Background: an optimization exercise with open tools, aiming at small area. Do not read the settings as production practice.
Function was checked by simulation only, so behaviour that the tests miss may differ from the original.
No activity file was given, so power comes from the tool's default toggle rates.

==> flow/design.v <==
module pipe_id_regfwd #(
    parameter int XLEN = 32,
    parameter int RA_W = 5,
    parameter int CW   = 8
) (
    input  logic            clock,
    input  logic            resetn,
    input  logic            i_valid,
    input  logic [XLEN-1:0] i_pc4,
    input  logic [RA_W-1:0] i_rs,
    input  logic [RA_W-1:0] i_rt,
    input  logic [RA_W-1:0] i_wr,
    input  logic [15:0]     i_imm,
    input  logic            i_sext,
    input  logic            i_use_rs,
    input  logic            i_use_rt,
    input  logic            i_wreg,
    input  logic            i_m2reg,
    input  logic [2:0]      i_brmode,
    input  logic [CW-1:0]   i_ctrl,
    input  logic            i_flush,
    input  logic [XLEN-1:0] ealu,
    input  logic            m_wreg,
    input  logic            m_m2reg,
    input  logic [RA_W-1:0] m_rn,
    input  logic [XLEN-1:0] malu,
    input  logic [XLEN-1:0] mmo,
    input  logic            w_wreg,
    input  logic [RA_W-1:0] w_rn,
    input  logic [XLEN-1:0] w_data,
    output logic            o_stall,
    output logic            o_redirect,
    output logic [XLEN-1:0] o_target,
    output logic            x_valid,
    output logic            x_wreg,
    output logic            x_m2reg,
    output logic [RA_W-1:0] x_rn,
    output logic [XLEN-1:0] x_a,
    output logic [XLEN-1:0] x_b,
    output logic [XLEN-1:0] x_imm,
    output logic [CW-1:0]   x_ctrl
);
    localparam int NREG = 2**RA_W;
    localparam logic [2:0] BR_BEQ  = 3'b001;
    localparam logic [2:0] BR_BNE  = 3'b010;
    localparam logic [2:0] BR_BLTZ = 3'b011;
    localparam logic [2:0] BR_BGEZ = 3'b100;
    localparam logic [2:0] BR_JR   = 3'b101;
    logic [XLEN-1:0] rf [1:NREG-1];
    logic [NREG-1:1] rf_vld;
    logic [NREG-1:1] rf_we;
    logic [3:0] wlo;
    logic [7:0] whi;
    always_comb begin
        for (int j = 0; j < 4; j++) wlo[j] = w_wreg & (w_rn[1:0] == j[1:0]);
        for (int j = 0; j < 8; j++) whi[j] = (w_rn[4:2] == j[2:0]);
    end
    for (genvar i = 1; i < NREG; i++) begin : g_we
        cell_and2 u (.a(wlo[i % 4]), .b(whi[i / 4]), .y(rf_we[i]));
    end
    always_ff @(posedge clock or negedge resetn) begin
        if (!resetn)
            rf_vld <= '0;
        else
            rf_vld <= rf_vld | rf_we;
    end
    always_ff @(posedge clock) begin
        for (int i = 1; i < NREG; i++)
            if (rf_we[i])
                rf[i] <= w_data;
    end
    logic            vld_p1, wreg_p1, m2reg_p1;
    logic [RA_W-1:0] rn_p1;
    logic [XLEN-1:0] a_p1, b_p1;
    logic [16:0]     imm_p1;
    logic [CW-1:0]   ctrl_p1;
    logic ex_ok;
    assign ex_ok = vld_p1 & wreg_p1 & ~m2reg_p1;
    function automatic logic [4:0] fwd_sel(
        input logic [RA_W-1:0] src,
        input logic            ex_ok_f,
        input logic [RA_W-1:0] ex_rn,
        input logic            mem_wr,
        input logic            mem_ld,
        input logic [RA_W-1:0] mem_rn,
        input logic            wb_wr,
        input logic [RA_W-1:0] wb_rn
    );
        logic nz, he, hm, hw;
        logic [4:0] s;
        nz   = (src != '0);
        he   = ex_ok_f & (ex_rn == src);
        hm   = mem_wr & (mem_rn == src);
        hw   = wb_wr & (wb_rn == src);
        s[0] = nz & he;
        s[1] = nz & ~he & hm & mem_ld;
        s[2] = nz & ~he & hm & ~mem_ld;
        s[3] = nz & ~he & ~hm & hw;
        s[4] = ~(he | hm | hw);
        fwd_sel = s;
    endfunction
    logic [NREG-2:0] rsel_a0, rsel_a1, rsel_b0, rsel_b1;
    logic [4:0]      fsel_a, fsel_b;
    logic [3:0] alo, blo;
    logic [7:0] ahi, bhi;
    always_comb begin
        for (int j = 0; j < 4; j++) begin
            alo[j] = (i_rs[1:0] == j[1:0]);
            blo[j] = (i_rt[1:0] == j[1:0]);
        end
        for (int j = 0; j < 8; j++) begin
            ahi[j] = (i_rs[4:2] == j[2:0]);
            bhi[j] = (i_rt[4:2] == j[2:0]);
        end
    end
    for (genvar i = 1; i < NREG; i++) begin : g_rsel
        cell_and3 u_a0 (.a(rf_vld[i]), .b(alo[i % 4]), .c(ahi[i / 4]), .y(rsel_a0[i-1]));
        cell_and3 u_a1 (.a(rf_vld[i]), .b(alo[i % 4]), .c(ahi[i / 4]), .y(rsel_a1[i-1]));
        cell_and3 u_b0 (.a(rf_vld[i]), .b(blo[i % 4]), .c(bhi[i / 4]), .y(rsel_b0[i-1]));
        cell_and3 u_b1 (.a(rf_vld[i]), .b(blo[i % 4]), .c(bhi[i / 4]), .y(rsel_b1[i-1]));
    end
    assign fsel_a = fwd_sel(i_rs, ex_ok, rn_p1, m_wreg, m_m2reg, m_rn, w_wreg, w_rn);
    assign fsel_b = fwd_sel(i_rt, ex_ok, rn_p1, m_wreg, m_m2reg, m_rn, w_wreg, w_rn);
    logic [XLEN-1:0] a_p0, b_p0;
    for (genvar k = 0; k < XLEN; k++) begin : g_bit
        logic [NREG-2:0] rk;
        logic [3:0]      fk;
        for (genvar i = 1; i < NREG; i++) begin : g_ent
            assign rk[i-1] = rf[i][k];
        end
        assign fk = {w_data[k], malu[k], mmo[k], ealu[k]};
        logic [NREG-2:0] sa, sb;
        if (k < 16) begin : g_lo
            assign sa = rsel_a0;
            assign sb = rsel_b0;
        end else begin : g_hi
            assign sa = rsel_a1;
            assign sb = rsel_b1;
        end
        sel_or35 u_a (.rs(sa), .rd(rk), .fs(fsel_a[3:0]), .fd(fk), .nf(fsel_a[4]), .y(a_p0[k]));
        sel_or35 u_b (.rs(sb), .rd(rk), .fs(fsel_b[3:0]), .fd(fk), .nf(fsel_b[4]), .y(b_p0[k]));
    end
    logic stall_p0;
    assign stall_p0 = i_valid & vld_p1 & m2reg_p1 & wreg_p1 &
                      (rn_p1 != '0) &
                      ((i_use_rs & (rn_p1 == i_rs)) |
                       (i_use_rt & (rn_p1 == i_rt)));
    logic            sx;
    logic [XLEN-1:0] br_tgt;
    logic [18:3]     cy;           
    logic [3:1]      bg, bp;       
    logic            tflip;
    logic [30:18]    hq;           
    logic [31:19]    hr;           
    assign sx = i_sext & i_imm[15];
    assign br_tgt[1:0] = i_pc4[1:0];
    cell_ha u_add2 (.a(i_pc4[2]), .b(i_imm[0]), .s(br_tgt[2]), .co(cy[3]));
    for (genvar k = 3; k < 18; k++) begin : g_add
        if (k % 4 == 1 && k > 5) begin : g_last
            cell_fa u (.a(i_pc4[k]), .b(i_imm[k-2]), .ci(cy[k]), .s(br_tgt[k]), .co());
        end else begin : g_mid
            cell_fa u (.a(i_pc4[k]), .b(i_imm[k-2]), .ci(cy[k]), .s(br_tgt[k]), .co(cy[k+1]));
        end
    end
    for (genvar j = 1; j < 4; j++) begin : g_blk
        cell_gp4 u_gp (.a(i_pc4[4*j+5:4*j+2]), .b(i_imm[4*j+3:4*j]), .g(bg[j]), .p(bp[j]));
        cell_ao21 u_c (.a1(bp[j]), .a2(cy[4*j+2]), .b1(bg[j]), .y(cy[4*j+6]));
    end
    cell_xor2 u_tf (.a(sx), .b(cy[18]), .y(tflip));
    for (genvar j = 18; j < 31; j++) begin : g_hq
        cell_xor2 u (.a(i_pc4[j]), .b(sx), .y(hq[j]));
    end
    assign hr[19] = hq[18];
    for (genvar k = 20; k < 32; k++) begin : g_hr
        cell_and2 u (.a(hr[k-1]), .b(hq[k-1]), .y(hr[k]));
    end
    cell_xor2 u_hi18 (.a(i_pc4[18]), .b(tflip), .y(br_tgt[18]));
    for (genvar k = 19; k < 32; k++) begin : g_hi
        cell_xor_and u (.a(i_pc4[k]), .b(tflip), .c(hr[k]), .y(br_tgt[k]));
    end
    logic eq, brc, go, take_br, take_jr, take;
    assign eq = (a_p0 == b_p0);
    always_comb begin
        brc = 1'b0;
        case (i_brmode)
            BR_BEQ:  brc = eq;
            BR_BNE:  brc = ~eq;
            BR_BLTZ: brc = a_p0[XLEN-1];
            BR_BGEZ: brc = ~a_p0[XLEN-1];
            default: brc = 1'b0;
        endcase
    end
    assign go      = i_valid & ~stall_p0;
    assign take_br = go & brc;
    assign take_jr = go & (i_brmode == BR_JR);
    assign take    = take_br | take_jr;
    assign o_stall    = stall_p0;
    assign o_redirect = take;
    for (genvar k = 0; k < XLEN; k++) begin : g_tgt
        cell_ao222 u (.a1(take_br), .a2(br_tgt[k]), .b1(take_jr), .b2(a_p0[k]),
                      .c1(~take), .c2(i_pc4[k]), .y(o_target[k]));
    end
    logic bubble;
    assign bubble = stall_p0 | i_flush | ~i_valid;
    always_ff @(posedge clock or negedge resetn) begin
        if (!resetn) begin
            vld_p1   <= 1'b0;
            wreg_p1  <= 1'b0;
            m2reg_p1 <= 1'b0;
        end else begin
            vld_p1   <= ~bubble;
            wreg_p1  <= ~bubble & i_wreg;
            m2reg_p1 <= ~bubble & i_m2reg;
        end
    end
    always_ff @(posedge clock) begin
        rn_p1   <= i_wr;
        a_p1    <= a_p0;
        b_p1    <= b_p0;
        imm_p1  <= {sx, i_imm};
        ctrl_p1 <= i_ctrl;
    end
    assign x_valid = vld_p1;
    assign x_wreg  = wreg_p1;
    assign x_m2reg = m2reg_p1;
    assign x_rn    = rn_p1;
    assign x_a     = a_p1;
    assign x_b     = b_p1;
    assign x_imm   = {{(XLEN-16){imm_p1[16]}}, imm_p1[15:0]};
    assign x_ctrl  = ctrl_p1;
endmodule
module sel_or35 (
    input  logic [30:0] rs,
    input  logic [30:0] rd,
    input  logic [3:0]  fs,
    input  logic [3:0]  fd,
    input  logic        nf,
    output logic        y
);
    logic [9:0] n;
    logic       m, f0, f1;
    logic [2:0] p;
    for (genvar j = 0; j < 10; j++) begin : g_aoi
        cell_aoi222 u (.a1(rs[3*j]), .a2(rd[3*j]), .b1(rs[3*j+1]), .b2(rd[3*j+1]),
                       .c1(rs[3*j+2]), .c2(rd[3*j+2]), .y(n[j]));
    end
    cell_nand2 u_m (.a(rs[30]), .b(rd[30]), .y(m));
    cell_nand4 u_n0 (.a(n[0]), .b(n[1]), .c(n[2]), .d(n[3]), .y(p[0]));
    cell_nand4 u_n1 (.a(n[4]), .b(n[5]), .c(n[6]), .d(n[7]), .y(p[1]));
    cell_nand3 u_n2 (.a(n[8]), .b(n[9]), .c(m), .y(p[2]));
    cell_aoi222 u_f0 (.a1(fs[0]), .a2(fd[0]), .b1(fs[1]), .b2(fd[1]),
                      .c1(fs[2]), .c2(fd[2]), .y(f0));
    cell_nand2 u_f1 (.a(fs[3]), .b(fd[3]), .y(f1));
    cell_oai31_nand3 u_y (.a1(p[0]), .a2(p[1]), .a3(p[2]), .b1(nf), .c(f0), .d(f1), .y(y));
endmodule
module cell_aoi222 (input logic a1, a2, b1, b2, c1, c2, output logic y);
    assign y = ~((a1 & a2) | (b1 & b2) | (c1 & c2));
endmodule
module cell_nand4 (input logic a, b, c, d, output logic y);
    assign y = ~(a & b & c & d);
endmodule
module cell_ao222 (input logic a1, a2, b1, b2, c1, c2, output logic y);
    assign y = (a1 & a2) | (b1 & b2) | (c1 & c2);
endmodule
module cell_ha (input logic a, b, output logic s, co);
    assign s  = a ^ b;
    assign co = a & b;
endmodule
module cell_fa (input logic a, b, ci, output logic s, co);
    assign s  = a ^ b ^ ci;
    assign co = (a & b) | (a & ci) | (b & ci);
endmodule
module cell_xor2 (input logic a, b, output logic y);
    assign y = a ^ b;
endmodule
module cell_and2 (input logic a, b, output logic y);
    assign y = a & b;
endmodule
module cell_xor_and (input logic a, b, c, output logic y);
    assign y = a ^ (b & c);
endmodule
module cell_nand2 (input logic a, b, output logic y);
    assign y = ~(a & b);
endmodule
module cell_nand3 (input logic a, b, c, output logic y);
    assign y = ~(a & b & c);
endmodule
module cell_oai31_nand3 (input logic a1, a2, a3, b1, c, d, output logic y);
    assign y = ~(~((a1 | a2 | a3) & b1) & c & d);
endmodule
module cell_and3 (input logic a, b, c, output logic y);
    assign y = a & b & c;
endmodule
module cell_gp4 (input logic [3:0] a, input logic [3:0] b, output logic g, p);
    logic [3:0] gi, pi;
    assign gi = a & b;
    assign pi = a | b;
    assign g  = gi[3] | (pi[3] & (gi[2] | (pi[2] & (gi[1] | (pi[1] & gi[0])))));
    assign p  = &pi;
endmodule
module cell_ao21 (input logic a1, a2, b1, output logic y);
    assign y = (a1 & a2) | b1;
endmodule
==> flow/flow/run.sh <==
#!/bin/bash
# Own layout flow: the standard synthesis unchanged, then the standard ORFS
# layout with two changes: ports are buffered with buf_1 instead of the
# resizer's default pick, and the clock tree uses small clock buffers without
# dummy loads. Each step's full output goes to a log file in this folder (and
# ORFS keeps its per-stage logs under orfs/logs/).
set -euo pipefail
bash standard.sh synth > synth.log 2>&1
bash standard.sh \
  "BUFFER_PORTS_ARGS=-buffer_cell sky130_fd_sc_hd__buf_1" \
  "CTS_ARGS=-sink_clustering_enable -repair_clock_nets -dont_use_dummy_load -buf_list sky130_fd_sc_hd__clkbuf_4 -sink_clustering_size 8 -sink_clustering_max_diameter 40" \
  finish > layout.log 2>&1
==> flow/standard.sh <==
#!/bin/bash
# synth_recipe.tcl (not shown) runs the flow's synth.tcl, then flattens the netlist and writes it again
# the make line also repeats each setting of config.mk as NAME=value (left out here)
make -C /OpenROAD-flow-scripts/flow DESIGN_CONFIG=/design/flow/config.mk WORK_HOME=/design/flow/orfs CLKGATE_MAP_FILE= SYNTH_SCRIPT=/design/flow/synth_recipe.tcl "${@:-finish}"
==> flow/config.mk <==
export PLATFORM = sky130hd
export DESIGN_NAME = pipe_id_regfwd
export DESIGN_NICKNAME = pipe_id_regfwd
export VERILOG_FILES = /design/flow/design.v
export SDC_FILE = /design/flow/constraint.sdc
export NUM_CORES = 4
export LEC_CHECK = 0
export CAP_MARGIN = 20
export CORE_MARGIN = 2
export CORE_UTILIZATION = 58
export SETUP_SLACK_MARGIN = 0.35
export SLEW_MARGIN = 20
export SYNTH_HIERARCHICAL = 1
export SYNTH_MINIMUM_KEEP_SIZE = 0
==> flow/constraint.sdc <==
create_clock -name core_clock -period 10.0 [get_ports {clock}]
set_input_delay 2.0000 -clock core_clock [delete_from_list [all_inputs] [get_ports {clock}]]
set_output_delay 2.0000 -clock core_clock [all_outputs]
set_load 0.01 [all_outputs]
==> notes.md, run 1 <==
- The flow ran to the end and the layout has no timing, DRC or antenna violations.
- The die covers 81300 um2.
- Setup repair after global routing left no endpoint under its margin.
- The critical path in this run is classified as primary input to output port.
- The detailed router put a total of 59700 um of wire on met1.
- At the end of routability-driven placement, the weighted congestion stood at 1.04.
- The detailed-routed wire length on met2 is 77400 um.
- The multi-input gate area in the final layout is 13400 um2.
- In this run the standard cell core region covers 78600 um2.
- The register area is 32500 um2.
- The number of standard-cell rows in the floorplan is 103.
- Input and output buffers added on the ports amount to 369.
- The min-delay analysis places its worst path in the category flop to flop.
- Clock tree synthesis found a total of 1120 sinks.
- The number of warnings issued by yosys is 8.
- The global router's overall resource usage is 44.1%.
- After the first detailed-routing iteration, the DRC count stood at 10200.
- For this configuration, the core starts out at a cell density of 58.3%.
- The pin count of the biggest net entering global routing is 35.
- In the final design database the tool counted 3778 nets.
- The average wire length per cell after detail routing is 40.0 um.
- Synthesis instantiated 39 different standard cells from the library.
- For the worst setup path, the data required time is 8.00 ns.
- Detailed placement ended at an HPWL of 120000 um.
- The upper clock frequency limit is 0.104 GHz.
- The via density per instance is 8.21.
- The die is 285 um tall.
- The largest driver fanout on the critical path is 18.
- The max-slew violation count is 0.
- Cells with a size suffix above 1 make up 14.8% of the layout.
- The setup clock skew after layout is 0.0957 ns.
- The portion of the clock cycle consumed by the worst path in the final layout is 96.5%.
- Counting I/O delays and the setup requirement, the final critical path takes 9.65 ns.
- The leakage power figure is 17.0 nW.
- Counting along the longest clock path gives a buffer depth of 3.
- The finished layout holds 4600 standard cells, fillers aside.
- For the worst-skew pair, the clock arrives at the later sink with an insertion delay of 1.09 ns.
- The total negative setup slack is 0 ns.
- The first global-routing pass estimated 256000 um of wire.
- CTS placed an instance of clkbuf_4 at the clock tree root.
- The met3 wirelength from detailed routing is 31000 um.
- The overall power is 0.00860 W.
- The number of antenna violations at the first check in global routing is 20.
- The floorplan step set the die width to 285 um.
- The maximum resistive drop on vdd is 0.0976 mV.
- The length of the first detailed-routing pass in iterations is 12.
- After detailed routing, no signal wire sits above met5.
- Fill cells in the final layout number 5688.
- The top cell type's share of synthesized area is 65.0%.
- Max-cap violations in this run came to 0.
- For this design the top-level I/O count stands at 370.
- At the pin with the least slew margin, the transition time is 1.36 ns.
- The CTS clock-pin slew for the worst setup and hold paths is 0.04 ns.
- The net count after synthesis is 3059.
- The number of placed instances, taps included is 4410.
- Across all setup checks in the final design, the least slack found is 0.347 ns.
- Setup violations remaining at the end of the flow were counted as 0.
- The overall via count from detail_route is 37800.
- Data arrives at the worst endpoint at 7.65 ns.
- The via count of the first global-routing pass is 35800.
- Once detail routing completed, the nets flagged for antenna violations numbered 0.
- The post-placement worst setup slack is -0.564 ns.
- The number of hold-slack violations in the final timing report is 0.
- edfxtp_1 takes more of the synthesized area than any other cell.
- The overall routed net length is 184000 um.
- TritonCTS built the clock tree.
- The number of H-tree branching levels is 4.
- The total overflow reported by the global router is 0.
- Synthesis handed over a netlist of 2819 instances.
- Averaged over all synthesized cells, the footprint is 16.3 um2.
- Sorting the synthesized cells by area gives the leading types as edfxtp_1 65%, a222oi_1 16%, dfxtp_1 4.1%, nand4_1 1.9%, dfrtp_1 1.9%.
- Of the synthesized area, sequential elements account for 71.0%.
- The area of the mapped netlist is 45800 um2.
- The count of unresolved DRC violations after routing is 0.
- The power density over the cells is 166 nW/um2.
- STA classifies the critical path endpoint as an output port.
- The CTS buffer count is 170.
- STA classifies the critical path startpoint as a primary input.
- Compared with the post-synthesis result, the final layout area differs by 12.9%.
- The number of storage elements in the synthesis netlist is 1120.
- The worst slew margin relative to its limit is 9.40%.
- Measured on the finished design, the core utilization comes to 65.8%.
state kept, by name (all words and copies together) (netlist names):
name and cells:
rf 992, a_p1 32, b_p1 32, rf_vld 31, imm_p1 17, ctrl_p1 8
rn_p1 5, m2reg_p1 1, vld_p1 1, wreg_p1 1
per-module statistics from Yosys (local to each module, per instance), excerpt:
| module | times used | flip-flops and latches | cells inside | area [um2] |
|---|---|---|---|---|
| cell_fa | 15 | 0 | 1 | 20.0 |
| cell_nand4 | 128 | 0 | 1 | 6.26 |
| cell_gp4 | 3 | 0 | 8 | 57.6 |
| cell_oai31_nand3 | 64 | 0 | 2 | 12.5 |
| cell_nand3 | 64 | 0 | 1 | 5.00 |
| cell_nand2 | 128 | 0 | 1 | 3.75 |
| cell_xor2 | 15 | 0 | 1 | 8.76 |
| cell_and2 | 43 | 0 | 1 | 6.26 |
| cell_ao21 | 3 | 0 | 1 | 7.51 |
| cell_xor_and | 13 | 0 | 2 | 12.5 |
worst paths after layout:
path | startpoint | endpoint | slack (ns) | cells after the start
worst max-delay path | i_rs[3] | o_target[2] | 0.35 | 19
min in group asynchronous | resetn | rf_vld[13] | 1.08 | 1
max in group asynchronous | resetn | rf_vld[31] | 8.24 | 1
worst min register to register | rf_vld[1] | rf_vld[1] | 0.53 | 1
worst max register to register | rn_p1[1] | b_p1[14] | 6.52 | 9
worst min-delay path | rf_vld[1] | rf_vld[1] | 0.53 | 1
metrics by stage:
stage | cell area (um2) | hold slack [ns]
2_1_floorplan | 45800 | 0.474
3_3_place_gp | 50000 | 0.509
3_5_place_dp | 50000 | 0.514
4_1_cts | 51400 | 0.528
5_1_grt | 51700 | 0.567
6_report | 51700 | 0.533
power by group:
group	switching [W]	internal [W]
registers	0.0000921	0.00522
clock network	0.00149	0.000777
logic	0.000709	0.000314
logic make-up (layout without fill, tap and decap cells):
kind of cell / Yosys count / after routing / synth area share (%)
AO/OA/AOI/OAI: 830 / 830 / 17.7
adder cells (fa/ha/maj): 16 / 16 / 0.683
buffers and inverters: 63 / 778 / 0.655
other: 0 / 14 / 0
XOR/XNOR: 90 / 90 / 1.72
flip-flops: 1120 / 1120 / 71.0
AND/OR/NAND/NOR: 700 / 702 / 8.29
critical path, cell delays in order:
cell	delay, ns
buf_1	0.17
buf_4	0.22
and3b_2	0.31
and3_2	0.34
buf_4	0.23
a222oi_1	0.36
nand4_1	0.54
o31ai_2	0.45
nand3_2	0.23
xnor2_4	0.46
nand4_1	0.22
nor4_4	0.28
buf_4	0.21
a211oi_1	0.11
or4_1	0.57
buf_4	0.25
a222oi_1	0.41
inv_1	0.09
buf_1	0.14
layout make-up:
type,instances,area share (%)
diodes,14,0.0677
clock buffers,170,2.47
inverters,35,0.254
multi-input cells,1638,26.0
flip-flops and latches,1120,62.9
well taps,1050,2.54
repair buffers,573,5.79
cell usage in the layout, fill, tap and decap left out, types with 5 or more instances in the layout:
master and instances:
nor3_2 6, nor2_1 15, xor2_1 37, a222oi_1 736, fa_1 15, clkbuf_4 170, dfrtp_1 34, and2_2 20
buf_4 200, xnor2_1 44, dfxtp_1 94, o31ai_1 56, and2_4 12, nand3_1 124, nand2_1 155, diode_2 14
buf_1 359, nor4_1 6, clkbuf_2 7, nand4_1 138, edfxtp_1 992, o31ai_2 6, inv_1 35, and2_1 14
nor2_4 5, xnor2_4 5, nand3_2 6, or2_2 31, and3_2 17, nor3b_1 11, and3_1 118
cell usage after synthesis:
| master | count |
|---|---|
| a21oi_1 | 5 |
| o22a_2 | 3 |
| o21a_1 | 1 |
| clkbuf_1 | 9 |
| nand3_1 | 130 |
| o21ai_2 | 4 |
| inv_1 | 35 |
| or4_1 | 1 |
| edfxtp_1 | 992 |
| o31ai_1 | 64 |
| ha_1 | 1 |
| xnor2_1 | 53 |
| nor2_1 | 21 |
| a211oi_1 | 1 |
| o2111ai_2 | 1 |
| dfxtp_1 | 94 |
| nor2b_1 | 6 |
| nand4_1 | 138 |
| and3_1 | 135 |
| and3b_1 | 5 |
| or4_4 | 1 |
| nor3_1 | 10 |
| a21o_1 | 3 |
| a31oi_1 | 3 |
| o22ai_2 | 3 |
| and2_1 | 46 |
| o21ai_0 | 1 |
| fa_1 | 15 |
| buf_4 | 16 |
| dfrtp_1 | 34 |
| or2_2 | 31 |
| xor2_1 | 37 |
| a222oi_1 | 736 |
| a22oi_1 | 4 |
| o22a_1 | 1 |
| nand2_1 | 155 |
| nor3b_1 | 13 |
| buf_2 | 3 |
| nor4_1 | 8 |
per-layer routing:
metal,track usage (%),vias to the layer above
li1,-,14700
met1,57.9,18000
met2,63.6,4205
met3,13.8,829
met4,29.6,20
met5,0,-
timing repair:
item | CTS | global route
gates cloned | 0 | 2
pin swaps | 4 | 18
gates resized for setup | 24 | 42
setup endpoints to repair | 33 | 32
hold buffers | 0 | 0
setup buffers | 1 | 1
==> inputs of run 2 (changes only) <==
==> flow/config.mk (replaced) <==
export PLATFORM = sky130hd
export DESIGN_NAME = pipe_id_regfwd
export DESIGN_NICKNAME = pipe_id_regfwd
export VERILOG_FILES = /design/flow/design.v
export SDC_FILE = /design/flow/constraint.sdc
export NUM_CORES = 4
export LEC_CHECK = 0
export CAP_MARGIN = 10
export CORE_MARGIN = 2
export CORE_UTILIZATION = 58
export SETUP_SLACK_MARGIN = 0.25
export SLEW_MARGIN = 10
export SYNTH_HIERARCHICAL = 1
export SYNTH_MINIMUM_KEEP_SIZE = 0
==> run 2 against run 1 <==
Effect of this change:
- flip-flop and latch count unchanged
- synthesized area unchanged
- sequential share of layout area up 0.14 points
- critical path depth unchanged
- clock power about the same
- critical endpoint unchanged
- still clean on timing, DRC and antenna
==> notes.md, run 2 <==
- The library cell with the largest summed area after synthesis is edfxtp_1 (unchanged).
- The max-slew violation count is 0 (unchanged).
- The path class of the lowest-slack min-delay path is flop to flop (unchanged).
- The count of unresolved DRC violations after routing is 0 (unchanged).
- The internal cell power came to 0.00632 W (was 0.00631 W).
- The number of enable-type register cells in the synthesized netlist was 992 (unchanged).
- The number of antenna violations at the first check in global routing is 20 (unchanged).
- The type of the setup path with the least slack was primary input to output port (unchanged).
- The full die area is 81300 um2 (unchanged).
- The height of the die is 285 um (unchanged).
- The fraction of layout instances using a drive strength above 1 is 14.4% (was 14.8%).
- The launch point of the critical path was i_rs[3] (unchanged).
- The reg-to-reg critical path startpoint is rn_p1[1] (unchanged).
- The type of destination of the critical path is an output port (unchanged).
- The number of flip-flops in the largest register came to 992 (unchanged).
- The combinational fraction of design power came to 11.9% (about the same).
- The number of stages on the worst hold path was 1 (unchanged).
- The number of top-level design ports was 370 (unchanged).
- The average wire length per cell after detail routing is 39.9 um (was 40.0 um).
- The die outline width is 285 um (unchanged).
- The portion of the clock cycle consumed by the worst path in the final layout is 98.2% (was 96.5%).
- The placer congestion estimate is 1.04 (unchanged).
- The placeable core region came to 78600 um2 (unchanged).
- The fraction of power spent switching nets is 26.5% (was 26.6%).
- The area of the mapped netlist is 45800 um2 (unchanged).
- The max capacitance violation total is 0 (unchanged).
- The power density over the cells is 167 nW/um2 (was 166 nW/um2).
- The overall via count from detail_route is 37800 (about the same).
- The top cell type's share of synthesized area came to 65.0% (unchanged).
- The post-synthesis area per instance is 16.3 um2 (unchanged).
- The via count of the first global-routing pass is 36000 (was 35800).
- The post-synthesis cell type count is 39 (unchanged).
- The number of buffers on the longest clock path is 3 (unchanged).
- The proportion of power drawn by the clock network was 26.4% (was 26.3%).
- The startpoint class of the critical path is a primary input (unchanged).
- The multi-input gate area in the final layout came to 13400 um2 (about the same).
- Leading cell types in the layout, fill and taps excluded: 992 x edfxtp_1, 736 x a222oi_1, 359 x buf_1 (unchanged).
- The setup clock skew after layout is 0.134 ns (was 0.0957 ns).
- The CTS buffer count is 172 (was 170).
- Biggest registers after layout: rf: 992 flops, a_p1: 32 flops, b_p1: 32 flops (unchanged).
- The worst path required time was 8.00 ns (about the same).
- The number of failing setup endpoints in the final timing report was 0 (unchanged).
- The upper clock frequency limit is 0.102 GHz (was 0.104 GHz).
- The net total in the final layout is 3776 (was 3778).
- The final hold slack is 0.534 ns (was 0.533 ns).
- The leakage power figure is 17.0 nW (about the same).
- The number of warnings issued by yosys is 8 (unchanged).
- The data arrival time of the critical path is 7.82 ns (was 7.65 ns).
- The length of the first detailed-routing pass in iterations came to 12 (unchanged).
- The CTS tree is built (unchanged).
- The commonest non-fill, non-tap cell in the layout is edfxtp_1 (unchanged).
- The synthesized instance count is 2819 (unchanged).
- Unrepaired setup endpoints after global routing: no (unchanged).
- The detailed router's first-iteration violation count is 10000 (was 10200).
- The sequential fraction of design power is 61.8% (about the same).
- The pin count of the biggest net entering global routing came to 35 (unchanged).
- The number of H-tree branching levels came to 4 (unchanged).
- The number of hold-slack violations in the final timing report was 0 (unchanged).
- Top cells by instance count after synthesis: 992 x edfxtp_1, 736 x a222oi_1, 155 x nand2_1 (unchanged).
- The worst slew margin relative to its limit is 11.1% (was 9.40%).
- The slew at the pin closest to its max-slew limit is 1.33 ns (was 1.36 ns).
- The register area is 32500 um2 (unchanged).
- The portion of the post-synthesis area used by sequential elements is 71.0% (unchanged).
- The net count after synthesis is 3059 (unchanged).
- The number of sinks on the clock net was 1120 (unchanged).
- The first-pass GRT wire length is 256000 um (about the same).
- The number of storage elements in the synthesis netlist is 1120 (unchanged).
- The total overflow reported by the global router is 0 (unchanged).
- The via density per instance was 8.22 (was 8.21).
- The port buffer count is 369 (unchanged).
- Status: timing/DRC/antenna clean (unchanged).
- The global router's overall resource usage is 44.1% (about the same).
- The leading cell type by number of instances after synthesis is edfxtp_1 (unchanged).
- The overall routed net length is 183000 um (was 184000 um).
- The number of standard-cell rows in the floorplan came to 103 (unchanged).
- The clock root buffer master is clkbuf_4 (unchanged).
- The power spent charging and discharging nets is 0.00228 W (was 0.00229 W).
- The async set or reset register ratio after synthesis is 3.04% (unchanged).
- The final critical delay including setup and external delays is 9.82 ns (was 9.65 ns).
- The number of fill cells is 5765 (was 5688).
- The largest driver fanout on the critical path is 18 (unchanged).
- The final standard cell utilization of the core was 65.6% (was 65.8%).
- The flip-flop cell with the highest count after synthesis is edfxtp_1 (unchanged).
- The start point of the worst hold path is rf_vld[12] (was rf_vld[1]).
- The CTS clock-pin slew for the worst setup and hold paths is 0.04 ns (about the same).
- The half-perimeter wire length after placement is 120000 um (about the same).
- The count of cells along the worst register-to-register path was 7 (was 9).
- The area growth from synthesis to layout is 12.6% (was 12.9%).
- The remaining number of nets flagged by the antenna check after routing is 0 (unchanged).
- The overall power is 0.00860 W (about the same).
- Cells taking the most area after synthesis: edfxtp_1 65%, a222oi_1 16%, dfxtp_1 4.1%, nand4_1 1.9%, dfrtp_1 1.9% (unchanged).
- The clock latency on the worst-skew pair is 1.07 ns (was 1.09 ns).
- The register with the highest flop count is rf (unchanged).
- The maximum resistive drop on vdd is 0.102 mV (was 0.0976 mV).
- The initial core utilization was 58.3% (unchanged).
-- run 2: cell counts after synthesis --
Identical to the previous run, type by type.
-- run 2: power groups by stage --
stage               Clock (W)  Sequential, W  Combinational, W
floorplan                   0        0.00541          0.000378
global placement            0        0.00541          0.000913
finish                0.00227        0.00531           0.00102
global route          0.00246        0.00532           0.00104
CTS                   0.00228        0.00531          0.000949
detailed placement          0        0.00541          0.000926
-- run 2: repair_timing --
action	CTS	global route
hold buffers	0	0
buffers inserted	1	1
setup endpoints to repair	33	32
gates resized for setup	15	40
pin swaps	1	14
-- run 2: worst paths after layout --
check	endpoint	slack, ns
setup / recovery	o_target[2]	0.18
hold / removal	rf_vld[12]	0.53
setup reg to reg	a_p1[16]	6.58
hold reg to reg	rf_vld[12]	0.53
max in group asynchronous	rf_vld[3]	8.15
min in group asynchronous	rf_vld[19]	1.12
-- run 2: per-stage QoR --
step	cells	setup WS, ns	setup TNS, ns	cell area [um2]
floorplan	2819	0.664	0	45800
CTS	4582	0.265	0	51400
global placement	4409	-0.903	-27.43	50000
finish	4593	0.184	0	51600
detailed placement	4409	-0.567	-13.87	50000
global route	4589	0.272	0	51600
-- run 2: routing by layer --
metal | up-vias | track usage [%] | share of wire, % | wire, um
met2 | 4150 | 64.2 | 43 | 78000
met3 | 788 | 14.0 | 17 | 31400
li1 | 14700 | - | - | -
met1 | 18100 | 57.5 | 32 | 59300
met5 | - | 1.57 | 0.083 | 153
met4 | 24 | 28.5 | 7.9 | 14500
-- run 2: worst max-delay path, stage by stage --
cell,delay [ns]
buf_1,0.18
buf_4,0.23
and3b_1,0.35
and3_2,0.38
buf_4,0.22
a222oi_1,0.38
nand4_1,0.55
o31ai_2,0.46
nand3_2,0.23
xnor2_4,0.45
nand4_1,0.22
nor4_4,0.28
buf_4,0.21
a211oi_1,0.10
or4_1,0.59
buf_4,0.30
a222oi_1,0.42
inv_1,0.09
buf_1,0.14
-- run 2: area by class of cell --
cell class	instances	share of cell area, %
Sequential cell	1120	63.0
Antenna cell	9	0.0436
Timing Repair Buffer	571	5.70
Inverter	35	0.255
Clock buffer	172	2.50
Tap cell	1050	2.55
Multi-Input combinational cell	1636	25.9
-- run 2: modules after synthesis, one instance, submodules excluded, excerpt --
module,cells,flip-flops and latches,cell area [um2],copies in the design
cell_ao21,1,0,7.51,3
pipe_id_regfwd,1352,1120,34100,1
cell_xor_and,2,0,12.5,13
cell_nand2,1,0,3.75,128
cell_xor2,1,0,8.76,15
cell_nand3,1,0,5.00,64
cell_oai31_nand3,2,0,12.5,64
cell_aoi222,1,0,10.0,704
cell_ao222,2,0,13.8,32
cell_and2,1,0,6.26,43
cell_nand4,1,0,6.26,128
cell_fa,1,0,20.0,15
cell_gp4,8,0,57.6,3
cell_and3,1,0,6.26,124
cell_ha,1,0,12.5,1
-- run 2: kinds of logic (layout without fill, tap and decap cells) --
group | Yosys count | in the layout | synth area share [%]
adders and majority gates | 16 | 16 | 0.683
other | 0 | 9 | 0
buffers and inverters | 63 | 778 | 0.655
AOI/OAI and AO/OA | 830 | 830 | 17.7
and+or+nand+nor | 700 | 700 | 8.29
xor gates and xnor gates | 90 | 90 | 1.72
DFF | 1120 | 1120 | 71.0
==> inputs of run 3 (changes only) <==
--- a/flow/config.mk
+++ b/flow/config.mk
@@ -7,7 +7,7 @@
 export LEC_CHECK = 0
 export CAP_MARGIN = 10
 export CORE_MARGIN = 2
-export CORE_UTILIZATION = 58
+export CORE_UTILIZATION = 63
 export SETUP_SLACK_MARGIN = 0.25
 export SLEW_MARGIN = 10
 export SYNTH_HIERARCHICAL = 1
==> run 3 against run 2 <==
Effect of this change:
- utilization increased by 5.6 points
- count of clock-buffer cells in the layout is 4 lower
- worst setup slack improved by 0.034 ns
- die area fell by 7.8%
- sequential power barely moved
- clock power about the same
- synthesized area unchanged
- power down 1.1%
- via count grew 0.74%
- final cell count down 2.9%
- non-clock buffer count shrank 28
- clock skew shrank 0.017 ns
==> notes.md, run 3 <==
- The register with the highest flop count is rf (unchanged).
- The type of the setup path with the least slack is primary input to output port (unchanged).
- The via count of the first global-routing pass is 36000 (about the same).
- The full die area came to 74900 um2 (was 81300 um2).
- The final standard cell utilization of the core is 71.2% (was 65.6%).
- The number of fill cells is 4808 (was 5765).
- The startpoint class of the critical path was a primary input (unchanged).
- The number of hold-slack violations in the final timing report is 0 (unchanged).
- The global router's overall resource usage is 46.1% (was 44.1%).
- The type of destination of the critical path is an output port (unchanged).
- The number of standard-cell rows in the floorplan is 98 (was 103).
- The reg-to-reg critical path startpoint is rn_p1[1] (unchanged).
- The async set or reset register ratio after synthesis is 3.04% (unchanged).
- The met3 usage in global routing is 22.7% (was 14.0%).
- The first-pass GRT wire length is 245000 um (was 256000 um).
- The number of flip-flops in the largest register is 992 (unchanged).
- The final critical delay including setup and external delays is 9.78 ns (was 9.82 ns).
- The worst slew margin relative to its limit came to 5.36% (was 11.1%).
- The pin count of the biggest net entering global routing is 35 (unchanged).
- The max-slew violation count came to 0 (unchanged).
- The number of top-level design ports is 370 (unchanged).
- The upper clock frequency limit is 0.102 GHz (about the same).
- The count of cells along the worst register-to-register path is 7 (unchanged).
- The start point of the worst hold path is rf_vld[6] (was rf_vld[12]).
- The clock latency on the worst-skew pair is 1.08 ns (was 1.07 ns).
- The library cell with the largest summed area after synthesis was edfxtp_1 (unchanged).
- The number of enable-type register cells in the synthesized netlist is 992 (unchanged).
- The max capacitance violation total is 0 (unchanged).
- The CTS tree was built (unchanged).
- The slew at the pin closest to its max-slew limit is 1.42 ns (was 1.33 ns).
- The endpoint of the worst hold path is rf_vld[6] (was rf_vld[12]).
- The overall routed net length came to 177000 um (was 183000 um).
- The area of the mapped netlist was 45800 um2 (unchanged).
- The initial core utilization was 63.9% (was 58.3%).
- The setup clock skew after layout was 0.117 ns (was 0.134 ns).
- The CTS clock-pin slew for the worst setup and hold paths was 0.07 ns (was 0.04 ns).
- The synthesized instance count was 2819 (unchanged).
- The final hold slack came to 0.545 ns (was 0.534 ns).
- The number of storage elements in the synthesis netlist is 1120 (unchanged).
- Status: timing/DRC/antenna clean (unchanged).
- The number of failing setup endpoints in the final timing report is 0 (unchanged).
- The commonest non-fill, non-tap cell in the layout is edfxtp_1 (unchanged).
- The most heavily used metal layer in global routing is met2 (unchanged).
- The leakage power figure was 16.8 nW (was 17.0 nW).
- The placer congestion estimate came to 1.13 (was 1.04).
- The average wire length per cell after detail routing is 39.8 um (was 39.9 um).
- The number of antenna violations at the first check in global routing is 13 (was 20).
- The leading cell type by number of instances after synthesis was edfxtp_1 (unchanged).
- The global-route met1 utilization was 60.0% (was 57.5%).
- The worst path required time is 8.00 ns (about the same).
- The count of hold buffers inserted by post-cts repair was 0 (unchanged).
- The height of the die is 274 um (was 285 um).
- The largest driver fanout on the critical path is 32 (was 18).
- The CTS buffer count is 168 (was 172).
- The maximum resistive drop on vdd is 0.137 mV (was 0.102 mV).
- Cells taking the most area after synthesis: edfxtp_1 65%, a222oi_1 16%, dfxtp_1 4.1%, nand4_1 1.9%, dfrtp_1 1.9% (unchanged).
- The die outline width is 274 um (was 285 um).
- The post-synthesis area per instance is 16.3 um2 (unchanged).
- The met2 capacity usage during global routing is 65.6% (was 64.2%).
- The port buffer count is 369 (unchanged).
- The setup slack on the worst flop-to-flop path is 6.60 ns (was 6.58 ns).
- The number of stages on the worst hold path is 1 (unchanged).
- The number of buffers on the longest clock path is 3 (unchanged).
- The portion of the clock cycle consumed by the worst path in the final layout is 97.8% (was 98.2%).
- The clock root buffer master is clkbuf_4 (unchanged).
- The net total in the final layout is 3746 (was 3776).
- The count of unresolved DRC violations after routing is 0 (unchanged).
- The via density per instance was 8.53 (was 8.22).
- The detailed router's first-iteration violation count is 11300 (was 10000).
- The flip-flop cell with the highest count after synthesis is edfxtp_1 (unchanged).
- The path class of the lowest-slack min-delay path is flop to flop (unchanged).
- The length of the first detailed-routing pass in iterations is 17 (was 12).
- The total overflow reported by the global router is 0 (unchanged).
- The net count after synthesis is 3059 (unchanged).
- The number of sinks on the clock net is 1120 (unchanged).
- Top cells by instance count after synthesis: 992 x edfxtp_1, 736 x a222oi_1, 155 x nand2_1 (unchanged).
- The half-perimeter wire length after placement is 113000 um (was 120000 um).
- Leading cell types in the layout, fill and taps excluded: 992 x edfxtp_1, 736 x a222oi_1, 364 x buf_1 (was 992 x edfxtp_1, 736 x a222oi_1, 359 x buf_1).
- Unrepaired setup endpoints after global routing: no (unchanged).
- The data arrival time of the critical path is 7.78 ns (was 7.82 ns).
- The number of H-tree branching levels is 4 (unchanged).
- The portion of the post-synthesis area used by sequential elements is 71.0% (unchanged).
- The end of the worst register-to-register path is a_p1[3] (was a_p1[16]).
- The power density over the cells came to 167 nW/um2 (about the same).
- The remaining number of nets flagged by the antenna check after routing was 0 (unchanged).
- Biggest registers after layout: rf: 992 flops, a_p1: 32 flops, b_p1: 32 flops (unchanged).
- The placeable core region was 71700 um2 (was 78600 um2).
- The overall via count from detail_route is 38100 (was 37800).
- The top cell type's share of synthesized area is 65.0% (unchanged).
- The number of warnings issued by yosys is 8 (unchanged).
- The fraction of layout instances using a drive strength above 1 came to 12.8% (was 14.4%).
- The area growth from synthesis to layout was 11.5% (was 12.6%).
- The post-synthesis cell type count is 39 (unchanged).
## run 3: cell count changes in the layout (fill, tap and decap cells not counted), sizes merged
cell and change:
diode -4, nor2 +2, buf -23, clkbuf -9
## run 3: report_power, final
part	total, W	internal [W]	switching [W]	leakage, nW
clock	0.00224	0.000769	0.00147	0.773
combinational	0.000963	0.000288	0.000675	5.89
sequential	0.00531	0.00522	0.0000864	10.1
total	0.00851	0.00628	0.00223	16.8
## run 3: how the worst max path moves through the flow
stage / startpoint / end / cells past startpoint / slack, ns
2_1_floorplan: i_rs[4] / o_target[0] / 15 / 0.66
3_3_place_gp: i_rs[3] / o_target[27] / 17 / 0.16
3_5_place_dp: i_rs[4] / o_target[15] / 18 / -0.11
4_1_cts: i_rs[4] / o_target[15] / 18 / 0.26
5_1_grt: i_rt[4] / o_target[24] / 19 / 0.26
6_report: i_rs[0] / o_target[23] / 18 / 0.22
## run 3: routing by layer
layer,wire [um],up-vias
li1,-,14600
met1,55400,18100
met2,74100,4464
met3,37300,879
met4,10400,16
met5,91,-
## run 3: cells by family (layout without fill, tap and decap cells)
| logic type | count (synthesis) | after routing | share of synthesized area (%) |
|---|---|---|---|
| AO/OA/AOI/OAI | 830 | 830 | 17.7 |
| flip-flops | 1120 | 1120 | 71.0 |
| XOR/XNOR | 90 | 90 | 1.72 |
| AND/OR/NAND/NOR | 700 | 702 | 8.29 |
| buffers and inverters | 63 | 746 | 0.655 |
| other | 0 | 5 | 0 |
| adder cells (fa/ha/maj) | 16 | 16 | 0.683 |
## run 3: what timing repair did
item | in CTS | in global routing
pin swaps | 3 | 4
cloned | 0 | 2
setup endpoints to repair | 32 | 32
resized for setup | 2 | 12
setup buffers | 0 | 1
## run 3: per-module statistics from Yosys, one instance, submodules excluded, a selection
module / cell area (um2) / cells
cell_fa: 20.0 / 1
cell_ao222: 13.8 / 2
cell_and3: 6.26 / 1
cell_nand2: 3.75 / 1
cell_and2: 6.26 / 1
cell_nand4: 6.26 / 1
## run 3: metrics by stage
stage               setup TNS (ns)  total power (W)  std cells  setup WS, ns  cell area (um2)
finish                           0          0.00851       4459         0.219            51100
CTS                              0          0.00843       4451         0.263            51000
global placement                 0          0.00627       4283         0.158            49700
global route                     0          0.00871       4455         0.258            51100
detailed placement           -1.97          0.00629       4283        -0.109            49700
floorplan                        0          0.00579       2819         0.664            45800
## run 3: worst max-delay path, cell delays in order
cell      delay [ns]
buf_1           0.34
xor2_1          0.12
nor3_1          0.35
nand4_1         0.41
nand3_2         0.35
nor2_4          0.20
a222oi_1        0.67
nand3_2         0.42
xnor2_4         0.38
nand4_1         0.47
nor4_1          0.42
buf_4           0.17
a211oi_1        0.07
or4_1           0.60
buf_12          0.21
a222oi_1        0.36
inv_1           0.08
buf_1           0.13
## run 3: final cells by class
type	count	area, um2	area share (%)
clock buffers	168	1260	2.47
well taps	950	1190	2.33
repair buffers	543	2760	5.40
flip-flops and latches	1120	32500	63.7
inverters	35	131	0.257
multi-input cells	1638	13200	25.8
diodes	5	12.5	0.0245

afterwards: timing with drivers on the ports:
The results above use ideal ports. As a check the final layouts listed here were re-extracted and re-timed, cells and wires unchanged. Step 1, drivers: a clkbuf_16 drives clock and a buf_2 each remaining input, both assumed. Step 2 adds t to the input delays and takes it off the output delays; t is the mean of the earliest and latest rising clock arrival at the registers after step 1. Input paths then give back, and output paths get back, about the clock's delay inside the block. Slacks: no drivers / after step 1 / after step 2; pairs: no drivers / after step 1.
run | t, ns | slack for setup (ns) | worst setup path after step 2 | latest minus earliest clock arrival (ns) | worst register clock-pin slew, ns
run 1 | 1.111 | 0.347 / 0.253 / 0.253 | input to output | 0.122 / 0.121 | 0.10 / 0.10
run 2 | 1.087 | 0.184 / 0.140 / 0.140 | input to output | 0.171 / 0.170 | 0.10 / 0.10
run 3 | 1.075 | 0.219 / 0.191 / 0.191 | input to output | 0.137 / 0.136 | 0.10 / 0.10
After both steps every run listed still meets setup and hold. For run 1, which loses most, drivers alone change the setup slack by -0.094 ns; drivers and shift together by -0.094 ns.
